Source: an optimization exercise on an open RTL-to-GDS flow (aim: small area, a short achievable clock period and few clock cycles). Production flows keep margins and buffers that such runs may drop. Function was checked by simulation only, so behaviour that the tests miss may differ from the original. Power is estimated from default activity; no workload was simulated.

File: flow/run.sh
#!/bin/bash
# synth_recipe.tcl (not shown) runs the flow's synth.tcl, then flattens the netlist and writes it again
# the make line also repeats each setting of config.mk as NAME=value (left out here)
make -C /OpenROAD-flow-scripts/flow DESIGN_CONFIG=/design/flow/config.mk WORK_HOME=/design/flow/orfs CLKGATE_MAP_FILE= SYNTH_SCRIPT=/design/flow/synth_recipe.tcl finish
File: flow/config.mk
export PLATFORM = sky130hd
export DESIGN_NAME = adaptive_throughput_meter
export DESIGN_NICKNAME = adaptive_throughput_meter
export VERILOG_FILES = /design/flow/design.v
export SDC_FILE = /design/flow/constraint.sdc
export NUM_CORES = 4
export LEC_CHECK = 0
export CAP_MARGIN = 20
export CORE_MARGIN = 2
export CORE_UTILIZATION = 40
export SETUP_SLACK_MARGIN = 4.7
export SLEW_MARGIN = 20
File: flow/constraint.sdc
create_clock -name core_clock -period 8.5 [get_ports {i_clk}]
set_input_delay 1.7000 -clock core_clock [delete_from_list [all_inputs] [get_ports {i_clk}]]
set_output_delay 1.7000 -clock core_clock [all_outputs]
set_load 0.01 [all_outputs]
File: flow/design.v
package atm_pkg;
    localparam int DATA_W  = 32;
    localparam int CFG_IW  = 4;
    localparam int CFG_DW  = 16;
    localparam logic [3:0]        DEPTH_RESET  = 4'd5;
    localparam logic [15:0]       WINDOW_RESET = 16'd1000;
    localparam logic [CFG_IW-1:0] CFG_DEPTH    = 4'd0;
    localparam logic [CFG_IW-1:0] CFG_WINDOW   = 4'd1;
endpackage
module atm_div (
    input  logic [15:0] i_rem,
    input  logic [31:0] i_quo,
    input  logic [15:0] i_dvs,
    output logic [15:0] o_rem,
    output logic [31:0] o_quo
);
    logic [17:0] w_sh;
    logic [18:0] w_t1;
    logic [18:0] w_t2;
    logic [18:0] w_t3;
    logic [18:0] w_a;
    logic [18:0] w_b;
    logic [18:0] w_c;
    logic [18:0] w_s;
    logic [18:0] w_k;
    always_comb begin
        w_sh = {i_rem, i_quo[31:30]};
        w_t1 = {1'b0, w_sh} - {3'b0, i_dvs};
        w_t2 = {1'b0, w_sh} - {2'b0, i_dvs, 1'b0};
        w_a  = {1'b0, w_sh};
        w_b  = ~{3'b0, i_dvs};
        w_c  = ~{2'b0, i_dvs, 1'b0};
        w_s  = w_a ^ w_b ^ w_c;
        w_k  = {(w_a[17:0] & w_b[17:0]) | (w_a[17:0] & w_c[17:0]) | (w_b[17:0] & w_c[17:0]), 1'b1};
        w_t3 = w_s + w_k + 19'd1;
        if (!w_t3[18]) begin
            o_rem = w_t3[15:0];
            o_quo = {i_quo[29:0], 2'd3};
        end else if (!w_t2[18]) begin
            o_rem = w_t2[15:0];
            o_quo = {i_quo[29:0], 2'd2};
        end else if (!w_t1[18]) begin
            o_rem = w_t1[15:0];
            o_quo = {i_quo[29:0], 2'd1};
        end else begin
            o_rem = w_sh[15:0];
            o_quo = {i_quo[29:0], 2'd0};
        end
    end
endmodule
import atm_pkg::*;
module adaptive_throughput_meter #(
    parameter int HISTORY_SLOTS = 10
) (
    input  logic        i_clk,
    input  logic        i_rst_n,
    input  logic        i_in_valid,
    output logic        o_in_stall,
    input  logic [1:0]  i_kind,
    input  logic [15:0] i_byte_count,
    input  logic [9:0]  i_tick_ms,
    output logic        o_out_valid,
    input  logic        i_out_stall,
    output logic [31:0] o_speed,
    output logic        o_window_closed,
    output logic        o_averaged,
    input  logic        i_cfg_valid,
    output logic        o_cfg_ready,
    input  logic [atm_pkg::CFG_IW-1:0] i_cfg_index,
    input  logic [atm_pkg::CFG_DW-1:0] i_cfg_data
);
    logic              r_iv;
    logic [1:0]        r_kind;
    logic [15:0]       r_val;
    logic              r_iv2;
    logic [1:0]        r_kind2;
    logic [15:0]       r_val2;
    logic [15:0]       w_in_val;
    logic [15:0]       r_byte_count;
    logic [9:0]        r_tick_ms;
    logic              r_idle;
    logic              r_load;       
    logic              r_msb;        
    logic              r_norm;       
    logic              r_div;        
    logic              r_stor;       
    logic              r_fin;        
    logic              r_cls;        
    logic              r_dv;         
    logic              r_c0;         
    logic [4:0]        r_n0;         
    logic [4:0]        r_n1;         
    logic [3:0]        r_depth;
    logic [15:0]       r_window;
    logic [3:0]        r_hc;
    logic [31:0]       r_mean;
    logic [15:0]       r_mcount;
    logic [31:0]       r_bytes;
    logic [15:0]       r_elapsed;
    logic [31:0]       r_hmin;
    logic [31:0]       r_hmax;
    logic              r_mdiv;       
    logic              r_first;      
    logic              r_neg;        
    logic              r_qz;         
    logic [3:0]        r_cp;         
    logic [3:0]        r_cnt;        
    logic [15:0]       r_dvs;        
    logic [15:0]       r_rem;
    logic [31:0]       r_quo;
    logic              w_pop;
    logic              w_pop_n0;
    logic              w_drained;
    logic              w_cip;
    logic              w_cls_fast;
    logic              w_cls_restart;
    logic              w_go_idle;
    logic              w_go_cip;
    logic              w_go_pop;
    logic [4:0]        w_n0_p1;
    logic [4:0]        w_n0_m1;
    logic [4:0]        w_n1_p1;
    logic              r_cfg_d;      
    logic              r_cfg_w;      
    logic [15:0]       r_cfg_data;
    logic [17:0]       w_ga;
    logic [17:0]       w_gb;
    logic [17:0]       w_gc;
    logic [17:0]       w_gs;
    logic [17:0]       w_gk;
    logic [17:0]       w_gap;
    logic              w_go;
    logic              w_fin;
    logic              w_take;
    logic              w_cfg_acc;
    logic              w_hc_z;
    logic [16:0]       w_el_sum;
    logic [15:0]       w_el_new;
    logic [32:0]       w_by_sum;
    logic [31:0]       w_by_new;
    logic              w_closing;
    logic              w_rate;       
    logic [41:0]       w_x;
    logic              w_ge_min;
    logic              w_le_max;
    logic              w_trend;
    logic              w_reset_n;
    logic              w_a_inv;
    logic              w_b_inv;
    logic [32:0]       w_sum;
    logic [31:0]       w_lz_in;
    logic              w_n_nz;
    logic [5:0]        w_n_msb;
    logic [3:0]        w_d_msb;
    logic [6:0]        w_t;
    logic              w_qz;
    logic [3:0]        w_cp;
    logic [47:0]       w_rq;
    logic [47:0]       w_sh0;
    logic [47:0]       w_sh1;
    logic [47:0]       w_sh2;
    logic [47:0]       w_sh3;
    logic              w_sat;
    logic              w_done;
    logic [15:0]       w_rem_n;
    logic [31:0]       w_quo_n;
    function automatic logic [4:0] step5(input logic [4:0] v, input logic up);
        logic c;
        c = 1'b1;
        for (int i = 0; i < 5; i++) begin
            step5[i] = v[i] ^ c;
            c        = c && (v[i] == up);
        end
    endfunction
    function automatic logic [6:0] msb64(input logic [63:0] v);
        logic [15:0][5:0] p;
        logic [15:0]      z;
        for (int k = 0; k < 16; k++) begin
            z[k] = |v[4*k +: 4];
            p[k] = v[4*k+3] ? 6'd3 : v[4*k+2] ? 6'd2 : v[4*k+1] ? 6'd1 : 6'd0;
        end
        for (int w = 8; w >= 1; w = w / 2) begin
            for (int k = 0; k < w; k++) begin
                p[k] = z[2*k+1] ? (p[2*k+1] | 6'(32 / w)) : p[2*k];
                z[k] = z[2*k+1] | z[2*k];
            end
        end
        msb64 = {z[0], p[0]};
    endfunction
    assign w_hc_z = (r_hc == 4'd0);
    assign w_in_val     = (i_kind == 2'd1) ? 16'(i_tick_ms) : i_byte_count;
    assign r_byte_count = r_val;
    assign r_tick_ms    = r_val[9:0];
    assign o_out_valid     = r_dv || r_c0 || (r_n0 != 5'd0);
    assign o_window_closed = !r_dv && r_c0;
    assign o_averaged      = !r_dv;
    assign o_speed         = r_dv ? r_quo : r_mean;
    assign w_pop           = o_out_valid && !i_out_stall;
    assign w_n0_p1         = step5(r_n0, 1'b1);
    assign w_n0_m1         = step5(r_n0, 1'b0);
    assign w_n1_p1         = step5(r_n1, 1'b1);
    assign w_pop_n0        = w_pop && !r_dv && !r_c0;
    assign w_drained       = !r_dv && !r_c0 && (r_n0 == 5'd0);
    assign w_cip = r_cls && !r_idle;
    always_comb begin
        w_el_sum  = {1'b0, r_elapsed} + 17'(r_tick_ms);
        w_el_new  = w_el_sum[16] ? 16'hFFFF : w_el_sum[15:0];
        w_by_sum  = {1'b0, r_bytes} + 33'(r_byte_count);
        w_by_new  = w_by_sum[32] ? 32'hFFFF_FFFF : w_by_sum[31:0];
        w_ga      = {2'b0, r_window};
        w_gb      = ~{2'b0, r_elapsed};
        w_gc      = ~{8'b0, r_tick_ms};
        w_gs      = w_ga ^ w_gb ^ w_gc;
        w_gk      = {(w_ga[16:0] & w_gb[16:0]) | (w_ga[16:0] & w_gc[16:0])
                     | (w_gb[16:0] & w_gc[16:0]), 1'b1};
        w_gap     = w_gs + w_gk + 18'd1;
        w_closing = (r_kind == 2'd1) && (r_window != 16'hFFFF) && w_gap[17];
        w_rate    = (r_kind == 2'd1) ? (r_elapsed != 16'd0 || r_tick_ms != 10'd0)
                                     : (r_elapsed != 16'd0);
        w_cls_restart = (r_kind == 2'd2);
        w_cls_fast    = !w_closing && !w_cls_restart && (w_cip || !w_hc_z);
        w_go_idle     = r_idle && (w_hc_z ? (!r_c0 && (r_n0 == 5'd0) && !r_dv)
                                          : (w_cls_restart ? w_drained : (r_n0 != 5'd31)));
        w_go_cip      = w_cip && !r_load && (r_n1 != 5'd31) && !w_closing && !w_cls_restart;
        w_go_pop      = r_iv && r_idle && w_hc_z && !r_c0 && (r_n0 == 5'd0) && r_dv;
        w_go          = (r_iv && (w_go_idle || w_go_cip)) || (w_go_pop && !i_out_stall);
        w_fin         = r_fin && w_drained;
        w_x       = {(42'(r_bytes) << 7) - (42'(r_bytes) << 1) - 42'(r_bytes)} << 3;
        w_ge_min  = (r_hmin >= r_quo);
        w_le_max  = (r_hmax <= r_quo);
        w_trend   = (r_depth == 4'd0) || w_ge_min || w_le_max;
        w_reset_n = (r_hc > r_depth) && w_trend;
        w_a_inv   = r_fin && r_neg;
        w_b_inv   = r_stor;
        w_sum     = {1'b0, r_quo ^ {32{w_a_inv}}} + {1'b0, r_mean ^ {32{w_b_inv}}}
                  + 33'(w_b_inv);
        w_lz_in   = r_load ? r_bytes : r_quo;
        {w_n_nz, w_n_msb} = msb64({32'd0, w_lz_in});
        w_d_msb   = 4'(msb64({48'd0, r_dvs}));
        w_t       = {1'b0, w_n_msb} + (r_load ? 7'd10 : 7'd0) - {3'b0, w_d_msb};
        w_qz      = !w_n_nz || w_t[6];
        w_cp      = (!w_t[6] && w_t[5]) ? 4'd15 : w_t[4:1];
        w_rq      = {r_rem, r_quo};
        w_sh0     = r_cp[0] ? w_rq  : (w_rq  << 2);
        w_sh1     = r_cp[1] ? w_sh0 : (w_sh0 << 4);
        w_sh2     = r_cp[2] ? w_sh1 : (w_sh1 << 8);
        w_sh3     = r_cp[3] ? w_sh2 : (w_sh2 << 16);
        w_sat     = (r_rem >= r_dvs);
        w_done    = (r_norm && (w_sat || r_qz)) || (r_div && r_cnt == 4'd0);
    end
    assign o_in_stall  = i_cfg_valid || r_iv2;
    assign w_take      = i_in_valid && !o_in_stall;
    assign o_cfg_ready = r_idle && !r_iv && w_drained;
    assign w_cfg_acc   = i_cfg_valid && o_cfg_ready;
    atm_div u_div (
        .i_rem  (r_rem),
        .i_quo  (r_quo),
        .i_dvs  (r_dvs),
        .o_rem  (w_rem_n),
        .o_quo  (w_quo_n)
    );
    always_ff @(posedge i_clk) begin
        if (!i_rst_n) begin
            r_iv      <= 1'b0;
            r_iv2     <= 1'b0;
            r_cfg_d   <= 1'b0;
            r_cfg_w   <= 1'b0;
            r_idle    <= 1'b1;
            r_load    <= 1'b0;
            r_msb     <= 1'b0;
            r_norm    <= 1'b0;
            r_div     <= 1'b0;
            r_stor    <= 1'b0;
            r_fin     <= 1'b0;
            r_dv      <= 1'b0;
            r_c0      <= 1'b0;
            r_n0      <= '0;
            r_n1      <= '0;
            r_depth   <= DEPTH_RESET;
            r_window  <= WINDOW_RESET;
            r_hc      <= '0;
            r_mean    <= '0;
            r_mcount  <= '0;
            r_bytes   <= '0;
            r_elapsed <= '0;
        end else begin
            r_iv  <= w_go ? (r_iv2 || w_take) : (r_iv || w_take);
            r_iv2 <= w_go ? 1'b0 : (r_iv2 || (w_take && r_iv));
            if (w_pop) begin
                if (r_dv) begin
                    r_dv <= 1'b0;
                end else if (r_c0) begin
                    r_c0 <= 1'b0;
                end
            end
            if (w_fin) begin
                r_c0 <= 1'b1;
                r_n0 <= w_go ? w_n1_p1 : r_n1;
                r_n1 <= '0;
            end else begin
                if (w_go && r_idle && w_cls_fast && !w_pop_n0) begin
                    r_n0 <= w_n0_p1;
                end else if (w_pop_n0 && !(w_go && r_idle && w_cls_fast)) begin
                    r_n0 <= w_n0_m1;
                end
                if (w_go && !r_idle) begin
                    r_n1 <= w_n1_p1;
                end
            end
            r_cfg_d <= w_cfg_acc && (i_cfg_index == CFG_DEPTH)
                    && (i_cfg_data[3:0] < 4'(HISTORY_SLOTS));
            r_cfg_w <= w_cfg_acc && (i_cfg_index == CFG_WINDOW);
            if (r_cfg_d) begin
                r_depth <= r_cfg_data[3:0];
                r_hc    <= '0;
                r_mean  <= '0;
            end
            if (r_cfg_w) begin
                r_window <= r_cfg_data;
            end
            if (w_go) begin
                case (r_kind)
                    2'd0: r_bytes <= w_by_new;
                    2'd1: r_elapsed <= w_el_new;
                    2'd2: begin
                        r_bytes   <= '0;
                        r_elapsed <= '0;
                        r_hc      <= '0;
                        r_mean    <= '0;
                        r_mcount  <= '0;
                    end
                    default: ;
                endcase
                if (r_idle && (w_closing || (w_hc_z && !w_cls_restart && w_rate))) begin
                    r_idle <= 1'b0;
                    r_load <= 1'b1;
                end else if (r_idle && (w_cls_restart || w_hc_z)) begin
                    r_dv <= 1'b1;
                end
            end
            if (r_load) begin
                if (r_cls) begin
                    if (r_hc > r_depth) begin
                        r_hc <= '0;
                    end
                    if (w_reset_n || r_mcount == 16'd0) begin
                        r_mcount <= 16'd1;
                    end else if (r_mcount != 16'hFFFF) begin
                        r_mcount <= r_mcount + 16'd1;
                    end
                    r_bytes   <= '0;
                    r_elapsed <= '0;
                end
                r_load <= 1'b0;
                r_norm <= 1'b1;
            end
            if (r_msb) begin
                r_msb  <= 1'b0;
                r_norm <= 1'b1;
            end
            if (r_norm) begin
                r_norm <= 1'b0;
                if (!(w_sat || r_qz)) begin
                    r_div <= 1'b1;
                end
            end
            if (r_div && r_cnt == 4'd0) begin
                r_div <= 1'b0;
            end
            if (w_done) begin
                if (r_mdiv) begin
                    r_fin <= 1'b1;
                end else if (r_cls) begin
                    r_stor <= 1'b1;
                end else begin
                    r_idle <= 1'b1;
                    r_dv   <= 1'b1;
                end
            end
            if (r_stor) begin
                r_stor <= 1'b0;
                r_hc   <= r_hc + 4'd1;
                if (r_first) begin
                    r_fin <= 1'b1;
                end else begin
                    r_msb <= 1'b1;
                end
            end
            if (w_fin) begin
                r_fin  <= 1'b0;
                r_mean <= r_first ? r_quo : w_sum[31:0];
                r_idle <= 1'b1;
            end
        end
    end
    always_ff @(posedge i_clk) begin
        if ((w_go && (r_iv2 || w_take)) || (!r_iv && w_take)) begin
            r_kind <= r_iv2 ? r_kind2 : i_kind;
            r_val  <= r_iv2 ? r_val2 : w_in_val;
        end
        if (w_take && r_iv) begin
            r_kind2 <= i_kind;
            r_val2  <= w_in_val;
        end
        r_cfg_data <= i_cfg_data;
        if (w_go && r_idle) begin
            r_cls  <= w_closing;
            r_mdiv <= 1'b0;
            r_dvs  <= (r_kind == 2'd1) ? w_el_new : r_elapsed;
            r_quo  <= (w_hc_z || w_cls_restart) ? 32'd0 : r_mean;
        end
        if (r_load || r_msb) begin
            r_qz <= w_qz;
            r_cp <= w_cp;
        end
        if (r_load) begin
            r_first <= w_reset_n || r_mcount == 16'd0;
            r_rem   <= 16'(w_x[41:32]);
            r_quo   <= w_x[31:0];
        end
        if (r_norm) begin
            r_cnt <= r_cp;
            if (w_sat) begin
                r_quo <= '1;
            end else if (r_qz) begin
                r_quo <= '0;
            end else begin
                {r_rem, r_quo} <= w_sh3;
            end
        end
        if (r_div) begin
            r_cnt <= r_cnt - 4'd1;
            r_rem <= w_rem_n;
            r_quo <= w_quo_n;
        end
        if (r_stor) begin
            if (r_hc < r_depth) begin
                if (w_hc_z || w_ge_min) r_hmin <= r_quo;
                if (w_hc_z || w_le_max) r_hmax <= r_quo;
            end
            if (!r_first) begin
                r_mdiv <= 1'b1;
                r_neg  <= !w_sum[32];
                r_dvs  <= r_mcount;
                r_rem  <= '0;
                r_quo  <= w_sum[32] ? w_sum[31:0] : ~w_sum[31:0];
            end
        end
    end
endmodule
==> metrics.md, run 1 <==
| Metric | Value |
|---|---|
| Fin. max-slew vios | 0 |
| Outcome | no timing/DRC/antenna violations |
| Actual slew at the worst max-slew pin | 1.17 ns |
| Port bufs | 89 |
| Largest net degree at the start of global routing | 71 |
| Starting Density | 40.4% |
| Hold Crit Endpoint | r_window[8] |
| H-tree levels | 2 |
| Cell count along the critical path | 5 |
| Critical path class | reg -> out |
| Number of synthesized flops with an enable pin | 112 |
| Iteration-0 DRC Markers | 3,030 |
| Reg clk slew, reported paths | roughly 0.06 ns |
| Area Growth Syn to Fin | 16.8% |
| Post-Synthesis Cells | 3,600 |
| CP cell instances | or4_4 > nor4_4 > inv_2 > nor3b_4 > buf_2 |
| CP Max Fanout | 3 |
| Clock Power Share | 16.7% |
| CTS Hold Bufs | 0 |
| Sw frac | a little under half |
| Maxcap violations | 0 |
| Most common cell after layout, fill and taps aside | nand2_1 |
| CP max stage cell | or4_4 |
| Post-DP HPWL | 79,900 um |
| First-pass GRT wire length | 164,000 um |
| Residual DRC count | 0 |
| Combinational share of power | 63.2% |
| Fin nets | 4,101 |
| CTS tree | yes |
| Final hold viol count | 0 |
| Via-to-Cell Ratio | 6.04 |
| Total iterations of the first detailed-routing run | 7 |
| Ys async rst share | 0% |
| Max IR drop VDD | 0.260 mV |
| Hold Path Class | reg -> reg |
| Vias post-DR | between 20,000 and 30,000 |
| Clock latency on the worst-skew pair | 0.62 ns |
| FF-to-FF setup slack | about 4.6 ns |
| Ys Warns | 2 |
| Initial antenna violation count | 0 |
| LEAKAGE | approximately 14 nW |
| Synth Register Bits | 336 |
| Syn Area/Cell | 8.38 um^2 |
| Placer Congestion | 1.02 |
| Core area | 74,600 um^2 |
| Syn Nets | 4,010 |
| I/O Pins | 90 |
| Share of cells above drive strength 1 | 14.4% |
| Ranking of synthesized cells by area | dfxtp_1, ha_1, edfxtp_1 |
| Row Count | 100 |
| Vias in the first global route | 26,600 |
| Clock root buffer | clkbuf_16 |
| Hold Path Stages | 2 |
| Share of the yosys chip area belonging to registers | a little over a quarter |
| RSZ-0062 raised after global routing | yes |
| Mapped Area | 30,200 um^2 |
| Worst Path Arrival | 2.18 ns |
| Max-slew headroom | 21.9% |
| Avg WL per Cell | 23.2 um |
| Post-synth top flop | dfxtp_1 |
| Die area | 77,600 um^2 |
| Peak Freq | around 260 MHz |
| Routed wire length | 109,000 um |
| Pwr Density | 330 nW/um^2 |
| Skew final | around 0.073 ns |
| R2R Path Start | r_load |
| Most frequent cells in the layout | nand2_1, a21oi_1, ha_1 |
| Critical Path RT | 6.80 ns |
| CTS sink count | 336 |
| Buf/Inv on CP | 2 |
| Die width | 279 um |
| Final worst-path cycle share | 45.7% |
| Reg-to-Reg End | r_cp[3] |
| Reg power frac | roughly a fifth |
| Post-route minimum period | 3.88 ns |
| Startpoint Class | flop |
| Tot GR Track Use | 27.2% |
| Synth area leader | dfxtp_1 |
| Reg2Reg Depth | 22 |
| Critical path's largest stage delay | 0.56 ns |
| DRT antenna net count | 0 |
| Synth top area share | between 10% and 20% |
| CTS Buf Count | 42 |
| Setup TNS | 0 ns |
| GRT overflow | 0 |
| Count of cell types in the netlist | approximately 110 |
| Die Y | ~280 um |
| CP delay by family, top | simple AND/OR/NAND/NOR gates |
| Switch Pwr | 0.00552 W |
| Hold_ws | 0.450 ns |
| Worst Setup End Kind | primary output |
| Final Setup Violations | 0 |
| CTS Buffer Depth | 3 |
| Hold Path Origin | r_cfg_data[8] |
| P_int | 0.00609 W |
[Yosys cell counts (38+ instances only)]
library cell,instances
nand2_1,359
a21oi_1,306
ha_1,299
o21ai_0,260
inv_1,231
dfxtp_1,224
nor2_1,217
xnor2_1,142
clkbuf_1,136
edfxtp_1,112
nand3_1,90
nor3_1,85
a211oi_1,84
a21o_1,80
mux2i_1,79
xor2_1,77
mux2_2,59
fa_1,58
nand4_1,44
a31oi_1,38
o211ai_1,38
[logic make-up (layout without fill, tap and decap cells)]
| group | after synthesis | after routing | synth area share [%] |
|---|---|---|---|
| other | 0 | 1 | 0 |
| buffers and inverters | 437 | 560 | 5.81 |
| and+or+nand+nor | 984 | 986 | 15.2 |
| adders and majority gates | 357 | 357 | 16.3 |
| xor gates and xnor gates | 219 | 219 | 6.36 |
| muxes | 154 | 154 | 5.98 |
| DFF | 336 | 336 | 26.0 |
| AOI/OAI and AO/OA | 1113 | 1113 | 24.3 |
[metal layers]
| metal | vias up | global-route usage [%] | part of all wire, % |
|---|---|---|---|
| met5 | - | 0 | 0 |
| met4 | 0 | 9.55 | 3.9 |
| met3 | 213 | 4.77 | 8.3 |
| met2 | 1186 | 43.9 | 45 |
| met1 | 13700 | 36.5 | 43 |
| li1 | 13300 | - | - |
[what timing repair did]
item,4_1_cts,5_1_grt
gates cloned,5,2
resized for setup,142,117
endpoints found under the hold margin,0,0
setup buffers,52,48
endpoints found under the setup margin,246,207
pin swaps,26,45
[worst max-delay path by stage]
stage,start,to,slack [ns]
3_5_place_dp,i_out_stall,r_mean[23],3.34
2_1_floorplan,r_load,r_cp[0],4.71
6_report,r_n0[3],o_cfg_ready,4.62
4_1_cts,r_n0[3],o_cfg_ready,4.43
5_1_grt,r_load,r_cp[3],4.48
3_3_place_gp,i_out_stall,r_mean[28],3.37
[layout make-up]
cell class	count	area, um^2
Multi-Input combinational cell	2829	21300
Fill cell	7183	39300
Antenna cell	1	2.50
Clock buffer	53	1140
Sequential cell	336	7950
Tap cell	969	1210
Clock inverter	25	327
Inverter	238	943
Timing Repair Buffer	244	2380
[state kept, by name (all words and copies together), names as in the netlist, 32 cells and up]
| signal | cells |
|---|---|
| r_quo | 32 |
| r_hmin | 32 |
| r_hmax | 32 |
| r_bytes | 32 |
| r_mean | 32 |
[power groups by stage]
stage	sequential [W]	combinational, W	clock [W]
floorplan	0.00207	0.00480	0
global placement	0.00234	0.00645	0
detailed placement	0.00234	0.00650	0
CTS	0.00231	0.00688	0.00195
global route	0.00235	0.00801	0.00202
finish	0.00234	0.00733	0.00193
[metrics by stage]
step / power, W / setup slack, ns / utilization (%) / instance area, um^2 / cells
final: 0.0116 / 4.62 / 47.2 / 35200 / 4695
after global routing: 0.0124 / 4.48 / 47.2 / 35200 / 4694
after CTS: 0.0111 / 4.43 / 46.1 / 34400 / 4644
after floorplan: 0.00687 / 4.71 / - / 30200 / 3600
after global placement: 0.00879 / 3.37 / 42.7 / 31900 / 4508
after detailed placement: 0.00883 / 3.34 / 42.7 / 31900 / 4509
[worst min-delay path: stages (launching register included)]
cell and delay [ns]:
dfxtp_1 0.30, nand2_1 0.05, o211ai_1 0.06
Testbench counts, summed over its fixed seeds: cycles 30,114.
==> inputs of run 2 (changes only) <==
--- a/flow/design.v
+++ b/flow/design.v
@@ -117,11 +117,4 @@
     logic              w_go_idle;
     logic              w_go_cip;
-    logic              w_go_pop;
-    logic [4:0]        w_n0_p1;
-    logic [4:0]        w_n0_m1;
-    logic [4:0]        w_n1_p1;
-    logic              r_cfg_d;      
-    logic              r_cfg_w;      
-    logic [15:0]       r_cfg_data;
     logic [17:0]       w_ga;
     logic [17:0]       w_gb;
@@ -150,4 +143,9 @@
     logic [32:0]       w_sum;
     logic [31:0]       w_lz_in;
+    logic [3:0]        w_d_msb_e;
+    logic [3:0]        w_d_msb_t;
+    logic [31:0]       w_cmp_y;
+    logic              w_start;      
+    logic              w_start_t;    
     logic              w_n_nz;
     logic [5:0]        w_n_msb;
@@ -165,12 +163,4 @@
     logic [15:0]       w_rem_n;
     logic [31:0]       w_quo_n;
-    function automatic logic [4:0] step5(input logic [4:0] v, input logic up);
-        logic c;
-        c = 1'b1;
-        for (int i = 0; i < 5; i++) begin
-            step5[i] = v[i] ^ c;
-            c        = c && (v[i] == up);
-        end
-    endfunction
     function automatic logic [6:0] msb64(input logic [63:0] v);
         logic [15:0][5:0] p;
@@ -197,7 +187,4 @@
     assign o_speed         = r_dv ? r_quo : r_mean;
     assign w_pop           = o_out_valid && !i_out_stall;
-    assign w_n0_p1         = step5(r_n0, 1'b1);
-    assign w_n0_m1         = step5(r_n0, 1'b0);
-    assign w_n1_p1         = step5(r_n1, 1'b1);
     assign w_pop_n0        = w_pop && !r_dv && !r_c0;
     assign w_drained       = !r_dv && !r_c0 && (r_n0 == 5'd0);
@@ -220,13 +207,15 @@
         w_cls_restart = (r_kind == 2'd2);
         w_cls_fast    = !w_closing && !w_cls_restart && (w_cip || !w_hc_z);
-        w_go_idle     = r_idle && (w_hc_z ? (!r_c0 && (r_n0 == 5'd0) && !r_dv)
+        w_go_idle     = r_idle && (w_hc_z ? (!r_c0 && (r_n0 == 5'd0) && (!r_dv || !i_out_stall))
                                           : (w_cls_restart ? w_drained : (r_n0 != 5'd31)));
         w_go_cip      = w_cip && !r_load && (r_n1 != 5'd31) && !w_closing && !w_cls_restart;
-        w_go_pop      = r_iv && r_idle && w_hc_z && !r_c0 && (r_n0 == 5'd0) && r_dv;
-        w_go          = (r_iv && (w_go_idle || w_go_cip)) || (w_go_pop && !i_out_stall);
+        w_go          = r_iv && (w_go_idle || w_go_cip);
+        w_start       = r_idle && (w_closing || (w_hc_z && !w_cls_restart && w_rate));
+        w_start_t     = w_start && (r_kind == 2'd1);
         w_fin         = r_fin && w_drained;
         w_x       = {(42'(r_bytes) << 7) - (42'(r_bytes) << 1) - 42'(r_bytes)} << 3;
-        w_ge_min  = (r_hmin >= r_quo);
-        w_le_max  = (r_hmax <= r_quo);
+        w_cmp_y   = r_quo;
+        w_ge_min  = (r_hmin >= w_cmp_y);
+        w_le_max  = (r_hmax <= w_cmp_y);
         w_trend   = (r_depth == 4'd0) || w_ge_min || w_le_max;
         w_reset_n = (r_hc > r_depth) && w_trend;
@@ -235,8 +224,10 @@
         w_sum     = {1'b0, r_quo ^ {32{w_a_inv}}} + {1'b0, r_mean ^ {32{w_b_inv}}}
                   + 33'(w_b_inv);
-        w_lz_in   = r_load ? r_bytes : r_quo;
+        w_lz_in   = r_msb ? r_quo : r_bytes;
+        w_d_msb_e = r_idle ? 4'(msb64({48'd0, r_elapsed})) : 4'(msb64({48'd0, r_dvs}));
+        w_d_msb_t = 4'(msb64({54'd0, r_tick_ms}));
         {w_n_nz, w_n_msb} = msb64({32'd0, w_lz_in});
-        w_d_msb   = 4'(msb64({48'd0, r_dvs}));
-        w_t       = {1'b0, w_n_msb} + (r_load ? 7'd10 : 7'd0) - {3'b0, w_d_msb};
+        w_d_msb   = (r_idle && w_d_msb_t > w_d_msb_e) ? w_d_msb_t : w_d_msb_e;
+        w_t       = {1'b0, w_n_msb} + (r_msb ? 7'd0 : 7'd10) - {3'b0, w_d_msb};
         w_qz      = !w_n_nz || w_t[6];
         w_cp      = (!w_t[6] && w_t[5]) ? 4'd15 : w_t[4:1];
@@ -264,6 +255,4 @@
             r_iv      <= 1'b0;
             r_iv2     <= 1'b0;
-            r_cfg_d   <= 1'b0;
-            r_cfg_w   <= 1'b0;
             r_idle    <= 1'b1;
             r_load    <= 1'b0;
@@ -296,26 +285,22 @@
             if (w_fin) begin
                 r_c0 <= 1'b1;
-                r_n0 <= w_go ? w_n1_p1 : r_n1;
+                r_n0 <= r_n1 + 5'(w_go);
                 r_n1 <= '0;
             end else begin
-                if (w_go && r_idle && w_cls_fast && !w_pop_n0) begin
-                    r_n0 <= w_n0_p1;
-                end else if (w_pop_n0 && !(w_go && r_idle && w_cls_fast)) begin
-                    r_n0 <= w_n0_m1;
-                end
-                if (w_go && !r_idle) begin
-                    r_n1 <= w_n1_p1;
-                end
+                r_n0 <= r_n0 + 5'(w_go && r_idle && w_cls_fast) - 5'(w_pop_n0);
+                r_n1 <= r_n1 + 5'(w_go && !r_idle);
             end
-            r_cfg_d <= w_cfg_acc && (i_cfg_index == CFG_DEPTH)
-                    && (i_cfg_data[3:0] < 4'(HISTORY_SLOTS));
-            r_cfg_w <= w_cfg_acc && (i_cfg_index == CFG_WINDOW);
-            if (r_cfg_d) begin
-                r_depth <= r_cfg_data[3:0];
-                r_hc    <= '0;
-                r_mean  <= '0;
-            end
-            if (r_cfg_w) begin
-                r_window <= r_cfg_data;
+            if (w_cfg_acc) begin
+                case (i_cfg_index)
+                    CFG_DEPTH: begin
+                        if (i_cfg_data[3:0] < 4'(HISTORY_SLOTS)) begin
+                            r_depth <= i_cfg_data[3:0];
+                            r_hc    <= '0;
+                            r_mean  <= '0;
+                        end
+                    end
+                    CFG_WINDOW: r_window <= i_cfg_data;
+                    default: ;
+                endcase
             end
             if (w_go) begin
@@ -332,13 +317,5 @@
                     default: ;
                 endcase
-                if (r_idle && (w_closing || (w_hc_z && !w_cls_restart && w_rate))) begin
-                    r_idle <= 1'b0;
-                    r_load <= 1'b1;
-                end else if (r_idle && (w_cls_restart || w_hc_z)) begin
-                    r_dv <= 1'b1;
-                end
-            end
-            if (r_load) begin
-                if (r_cls) begin
+                if (w_closing) begin
                     if (r_hc > r_depth) begin
                         r_hc <= '0;
@@ -352,4 +329,16 @@
                     r_elapsed <= '0;
                 end
+                if (w_start) begin
+                    r_idle <= 1'b0;
+                    if (w_start_t) begin
+                        r_norm <= 1'b1;
+                    end else begin
+                        r_load <= 1'b1;
+                    end
+                end else if (r_idle && (w_cls_restart || w_hc_z)) begin
+                    r_dv <= 1'b1;
+                end
+            end
+            if (r_load) begin
                 r_load <= 1'b0;
                 r_norm <= 1'b1;
@@ -403,17 +392,21 @@
             r_val2  <= w_in_val;
         end
-        r_cfg_data <= i_cfg_data;
         if (w_go && r_idle) begin
-            r_cls  <= w_closing;
-            r_mdiv <= 1'b0;
-            r_dvs  <= (r_kind == 2'd1) ? w_el_new : r_elapsed;
-            r_quo  <= (w_hc_z || w_cls_restart) ? 32'd0 : r_mean;
+            r_cls   <= w_closing;
+            r_mdiv  <= 1'b0;
+            r_dvs   <= (r_kind == 2'd1) ? w_el_new : r_elapsed;
+            r_first <= w_reset_n || r_mcount == 16'd0;
         end
-        if (r_load || r_msb) begin
+        if (w_go && r_idle && !w_cls_fast && !w_start) begin
+            r_quo   <= '0;
+        end
+        if (w_fin && !r_first) begin
+            r_quo   <= w_sum[31:0];
+        end
+        if ((w_go && w_start_t) || r_load || r_msb) begin
             r_qz <= w_qz;
             r_cp <= w_cp;
         end
-        if (r_load) begin
-            r_first <= w_reset_n || r_mcount == 16'd0;
+        if ((w_go && w_start_t) || r_load) begin
             r_rem   <= 16'(w_x[41:32]);
             r_quo   <= w_x[31:0];
--- a/flow/config.mk
+++ b/flow/config.mk
@@ -9,4 +9,7 @@
 export CORE_MARGIN = 2
 export CORE_UTILIZATION = 40
+export CTS_BUF_LIST = sky130_fd_sc_hd__clkbuf_8 sky130_fd_sc_hd__clkbuf_16
+export CTS_CLUSTER_DIAMETER = 100
+export CTS_CLUSTER_SIZE = 30
 export SETUP_SLACK_MARGIN = 4.7
 export SLEW_MARGIN = 20
==> run 2 against run 1 <==
  * Utilization increased by 1.6 points
  * Cell count increased by 0.51%
  * Combinational power decreased by 4.9%
  * Fmax decreased by 11%
  * Via count increased by 3.0%
  * Sequential power decreased by 9.4%
  * Largest cell class unchanged
  * Highest routed layer is now met5
==> metrics.md, run 2 <==
| Metric | Value |
|---|---|
| Actual slew at the worst max-slew pin | 1.08 ns |
| Diode count | 0 |
| Syn Area/Cell | approximately 8.4 um^2 |
| Synth Register Bits | 318 |
| Die area | 77,900 um^2 |
| Vias in the first global route | 26,600 |
| DRT antenna net count | 0 |
| Residual DRC count | 0 |
| Post-DP HPWL | 81,500 um |
| Tot GR Track Use | a little over a quarter |
| Syn Nets | between 4,000 and 5,000 |
| GRT overflow | 0 |
| Reg-to-Reg End | r_cp[3] |
| Number of synthesized flops with an enable pin | between 100 and 150 |
| CTS Hold Bufs | 0 |
| Final worst-path cycle share | 51.4% |
| Total iterations of the first detailed-routing run | 6 |
| Avg WL per Cell | 23.9 um |
| Share of cells above drive strength 1 | 19.9% |
| Ys async rst share | 0% |
| Critical Path RT | 8.81 ns |
| Worst Path Arrival | 4.68 ns |
| Clock root buffer | clkbuf_16 |
| Initial antenna violation count | 2 |
| Routed wire length | ~110,000 um |
| Outcome | no timing/DRC/antenna violations |
| Port bufs | 89 |
| Hold Path Stages | 1 |
| Final Setup Violations | 0 |
| Vias post-DR | 29,200 |
| Clock latency on the worst-skew pair | 0.57 ns |
| R2R Path Start | r_val[5] |
| CTS Buf Count | 16 |
| Multi-input logic area | 23,000 um^2 |
| Fin nets | 4,160 |
| Fill cell count | 7,024 |
| Post-Synthesis Cells | 3,598 |
| Hold Path Class | reg -> reg |
| Skew final | 0.0337 ns |
| Count leader, synth | ha_1 |
| H-tree levels | 1 |
| Commonest cells post-synth | ha_1, nand2_1, a21oi_1 |
| Critical path class | reg -> reg |
| Mapped Area | 30,300 um^2 |
| CTS tree | yes |
| Placer Congestion | 0.980 |
| Most common cell after layout, fill and taps aside | ha_1 |
| Setup TNS | 0 ns |
| Worst Setup End Kind | flop |
| Count of cell types in the netlist | 102 |
| Synth area leader | dfxtp_1 |
| Largest net degree at the start of global routing | 66 |
| Core area | 74,700 um^2 |
| FF-to-FF setup slack | 4.13 ns |
| Max-slew headroom | 27.9% |
| Ys Warns | 2 |
| Maxcap violations | 0 |
| Final hold viol count | 0 |
| Post-route minimum period | approximately 4.4 ns |
| Non-Filler Instances | between 4,000 and 5,000 |
| Die Y | 279 um |
| Hold Path Origin | r_mdiv |
| Peak Freq | 229 MHz |
| Area Growth Syn to Fin | 20.5% |
| Die width | 279 um |
| Hold Crit Endpoint | r_stor |
| Reg2Reg Depth | 18 |
| Fin. max-slew vios | 0 |
| CTS sink count | 318 |
| Startpoint Class | flop |
| I/O Pins | 90 |
| Seq. cell area | 7610 um^2 |
| Most frequent cells in the layout | ha_1, nand2_1, a21oi_1 |
| Reg clk slew, reported paths | around 0.12 ns |
| Pwr Density | 277 nW/um^2 |
| Iteration-0 DRC Markers | 3,047 |
| First-pass GRT wire length | 164,000 um |
| Max IR drop VDD | 0.168 mV |
| Synth top area share | 13.6% |
| Via-to-Cell Ratio | 6.19 |
| CP Max Fanout | 6 |
| Ranking of synthesized cells by area | dfxtp_1, ha_1, edfxtp_1 |
| CTS Buffer Depth | 3 |
| Starting Density | 40.5% |
| Post-synth top flop | dfxtp_1 |
| Dpl cells | 4,509 |
| RSZ-0062 raised after global routing | yes |
| Share of the yosys chip area belonging to registers | between 20 and 25% |
| Row Count | 100 |
| LEAKAGE | 14.9 nW |
[run 2: worst max path at each step]
stage,start,endpoint,slack [ns],cells past startpoint
2_1_floorplan,r_elapsed[4],r_cp[1],4.62,21
3_3_place_gp,r_val[6],r_bytes[9],3.59,13
3_5_place_dp,r_val[6],r_bytes[9],3.53,13
4_1_cts,r_dvs[5],r_cp[3],4.15,21
5_1_grt,r_elapsed[6],r_cp[3],3.96,22
6_report,r_val[5],r_cp[3],4.13,18
[run 2: layout make-up]
class	instances	area share, %
clock buffer	19	1.27
clock inverter	9	0.219
sequential	318	20.9
inverter	233	2.52
timing repair buffer	322	8.88
multi-input combinational	2849	62.9
tap	969	3.32
[run 2: metal layers]
layer	up-vias	wire, um	global-route usage, %
li1	13500	-	-
met1	14200	48600	37.4
met2	1288	50500	42.4
met3	197	8660	3.56
met4	2	4840	10.5
met5	-	10	0
[run 2: metrics by stage]
stage	area, um^2	hold WS (ns)	setup slack [ns]	utilization [%]	total power (W)
final	36500	0.436	4.13	48.8	0.0101
after detailed placement	32100	0.422	3.53	43.0	0.00787
after floorplan	30300	0.412	4.62	-	0.00613
after global placement	32100	0.414	3.59	43.0	0.00785
after global routing	36500	0.458	3.96	48.8	0.0107
after CTS	33800	0.439	4.15	45.3	0.00907
[run 2: report_power, final]
| group | internal, W | total, W | switching [W] |
|---|---|---|---|
| Sequential | 0.00180 | 0.00212 | 0.000324 |
| Clock | 0.000415 | 0.00101 | 0.000598 |
| Combinational | 0.00293 | 0.00697 | 0.00404 |
[run 2: worst max-delay path, stage by stage (launching register included)]
cell	delay (ns)
edfxtp_1	0.53
nor4_2	0.48
a22oi_1	0.13
a21oi_1	0.32
ha_2	0.33
nand4_1	0.09
nand2_1	0.09
a21oi_4	0.25
buf_4	0.17
buf_12	0.10
nor2_1	0.04
a21oi_2	0.24
ha_1	0.33
fa_2	0.41
a21o_1	0.17
a21oi_2	0.12
xor2_1	0.07
nand2_1	0.14
nand2_1	0.07
[run 2: kinds of logic after synthesis]
group | after synthesis | synth area share (%)
AOI/OAI and AO/OA | 1121 | 24.8
xor gates and xnor gates | 203 | 5.90
adders and majority gates | 367 | 16.6
buffers and inverters | 438 | 5.63
DFF | 318 | 24.7
muxes | 181 | 7.13
and+or+nand+nor | 970 | 15.2
[run 2: what timing repair did]
action | in CTS | in global routing
gates cloned | 1 | 13
gates resized for setup | 190 | 383
endpoints found under the setup margin | 248 | 151
buffers inserted | 74 | 94
pin swaps | 41 | 168
Testbench counts of run 2, summed over its fixed seeds: cycles 29,397.

[separate check: timing with driven ports]
How much do the figures lean on ideal ports? The routed layouts below were timed once more, with nothing changed but the port constraints. Step 1 assumes that a clkbuf_16 drives the clock port and a buf_2 every other input. Step 2 adds t to the input delays and takes it off the output delays; t is the mean of the earliest and latest rising clock arrival at the registers after step 1. Input paths then give back, and output paths get back, about the clock's delay inside the block. Slacks: ideal ports / drivers / drivers and shift; pairs: ideal ports / drivers.
| run | shift t [ns] | slack for setup (ns) | latest minus earliest clock arrival (ns) | pins driven straight from the clock port |
|---|---|---|---|---|
| run 1 | 0.645 | 4.616 / 4.551 / 4.193 | 0.073 / 0.073 | 1 |
| run 2 | 0.625 | 4.129 / 4.129 / 3.925 | 0.034 / 0.033 | 1 |
After both steps every run listed still meets setup and hold. The setup slack of run 1, which loses most, moves by -0.065 ns with the drivers and by -0.423 ns with both steps.
